From an optimization exercise on the open Yosys and OpenROAD flow, aimed at small area, a short achievable clock period and few clock cycles per item; shortcuts taken in it are not production practice. The RTL was checked by simulation tests, not by an equivalence proof against the original design.

==> run a <==
## aesDecryptTop
module aesDecryptTop (
    input  logic       clock,
    input  logic       arstN,
    input  logic       keyWrite,
    input  logic [7:0] keyAddress,
    input  logic [7:0] keyByte,
    input  logic       inValid,
    input  logic [7:0] inByte,
    output logic       outValid,
    output logic [7:0] outByte,
    output logic       busy
);
Settings: LEC_CHECK=0, CAP_MARGIN=20, CORE_MARGIN=2, CORE_UTILIZATION=40, CTS_CLUSTER_DIAMETER=100, CTS_CLUSTER_SIZE=20, SLEW_MARGIN=20; clock period 8.0 ns.
standard.sh (not shown) runs the stock make flow with config.mk's settings and CLKGATE_MAP_FILE= SYNTH_SCRIPT=/design/flow/synth_recipe.tcl, a recipe that flattens the netlist after the stock synthesis.
==> flow/flow/run.sh <==
#!/bin/bash
set -euo pipefail
bash standard.sh ADDER_MAP_FILE= SETUP_SLACK_MARGIN=5.25 finish > standard_flow.log 2>&1
==> inputs of run b, as changes to run a <==
--- a/flow/design.v
+++ b/flow/design.v
@@ -146,10 +146,11 @@
     logic [191:0] stage1;
     logic [127:0] stage2;
     logic         valid0, valid1, valid2;
     logic [3:0]   round0, round1, round2;
     logic [numRounds:0] keySel;
+    logic [numRounds:0] keySelN;
     logic [127:0] outShift;
     logic [3:0]   outCount;
     logic accept;
     logic keyAccept;
     logic inFlight;
@@ -222,11 +223,11 @@
                 wrRow[r] <= keyAddress[7:4] == 4'(r);
             end
             for (int b = 0; b < blockBytes; b++) begin
                 wrByte[b] <= keyAddress[3:0] == 4'(b);
             end
-            wrData <= (keyAddress[7:4] == 4'(numRounds)) ? keyByte : toTower(keyByte);
+            wrData <= (keyAddress[7:4] == 4'(numRounds)) ? towerIn(keyByte) : toTower(keyByte);
         end
         for (int r = 0; r <= numRounds; r++) begin
             for (int b = 0; b < blockBytes; b++) begin
                 if (wrCommit && wrRow[r] && wrByte[b]) begin
                     keyRow[r][8*b +: 8] <= wrData;
@@ -234,23 +235,24 @@
             end
         end
     end
     always_ff @(posedge clock) begin
         for (int r = 0; r <= numRounds; r++) begin
-            keySel[r] <= round0 == 4'(r);
+            keySel[r]  <= round0 == 4'(r);
+            keySelN[r] <= round0 != 4'(r);
         end
     end
     logic [127:0] roundKey;
     always_comb begin
         roundKey = '0;
         for (int r = 0; r <= numRounds; r++) begin
-            roundKey = roundKey | (keyRow[r] & {128{keySel[r]}});
+            roundKey = roundKey | (keyRow[r] & {{64{!keySelN[r]}}, {64{keySel[r]}}});
         end
     end
     always_ff @(posedge clock) begin
         if (accept) begin
-            inShift <= {towerIn(inByte ^ keyRow[numRounds][8*inCount +: 8]), inShift[127:8]};
+            inShift <= {towerIn(inByte) ^ 8'h47 ^ keyRow[numRounds][8*inCount +: 8], inShift[127:8]};
         end
     end
     logic [127:0] shifted;
     logic [191:0] front;
     logic [127:0] back;
--- a/flow/config.mk
+++ b/flow/config.mk
@@ -5,9 +5,10 @@
 export SDC_FILE = /design/flow/constraint.sdc
 export NUM_CORES = 4
 export LEC_CHECK = 0
 export CAP_MARGIN = 20
 export CORE_MARGIN = 2
-export CORE_UTILIZATION = 40
+export CORE_UTILIZATION = 50
 export CTS_CLUSTER_DIAMETER = 100
 export CTS_CLUSTER_SIZE = 20
+export PLACE_DENSITY = 0.65
 export SLEW_MARGIN = 20
==> comparison table <==
item                                                                   run a                    run b
Sink of the worst hold path                              round2[2]$_DFF_PN0_      round2[3]$_DFF_PN0_
Critical path's slowest cell                                         dfrtp_2                  dfrtp_1
Gp weighted congestion                                                0.8903                   0.9173
Outcome                                              complete, no violations  complete, no violations
Global-route wire length before repair                            403,400 um               389,800 um
Number of storage elements in the synthesis netlist                    2,193                    2,204
Fraction of synthesized area in multiplexers                         0.02076                  0.01864
Cells after synthesis                                                  7,595                    7,564
CORE AREA                                                       240,500 um^2             194,400 um^2
Met2 GRT Util                                                         0.3462                   0.4203
Timing-limited maximum frequency                                  0.3292 GHz               0.3383 GHz
Worst Clk Skew                                                      36.18 ps                 47.72 ps
Worst slew margin relative to its limit                               0.2904                   0.2906
Post-place setup slack                                               4057 ps                  4197 ps
Vias after detailed routing                                           58,952                   58,786
Postcts setup bufs                                                        11                        1
Testbench counts of run a, summed over its fixed seeds: cycles 4,472, blocks 256.
Testbench counts of run b, summed over its fixed seeds: cycles 4,472, blocks 256.

-- port drivers added, routing unchanged --
The results above use ideal ports. As a check the final layouts listed here were re-extracted and re-timed, cells and wires unchanged. Step 1 (the two cells are an assumption about what drives the block):
set clk [get_ports {clock}]
set_driving_cell -lib_cell sky130_fd_sc_hd__clkbuf_16 $clk
set_driving_cell -lib_cell sky130_fd_sc_hd__buf_2 [delete_from_list [all_inputs] $clk]
Step 2 moves the port delays by t, midway between the first and last clock arrival at a register: inputs arrive t later, outputs are due t later. That takes back most of the time a late clock gives input paths. Slacks: ideal ports / drivers / drivers and shift; pairs: ideal ports / drivers.
run | shift t [ns] | slack for setup (ns) | worst setup path at the end
run a | 0.894 | 4.962 / 4.865 / 4.407 | input to register
run b | 0.897 | 5.044 / 4.952 / 4.521 | input to register
After both steps every run listed still meets setup and hold. For run a, which loses most, drivers alone change the setup slack by -0.097 ns; drivers and shift together by -0.555 ns.
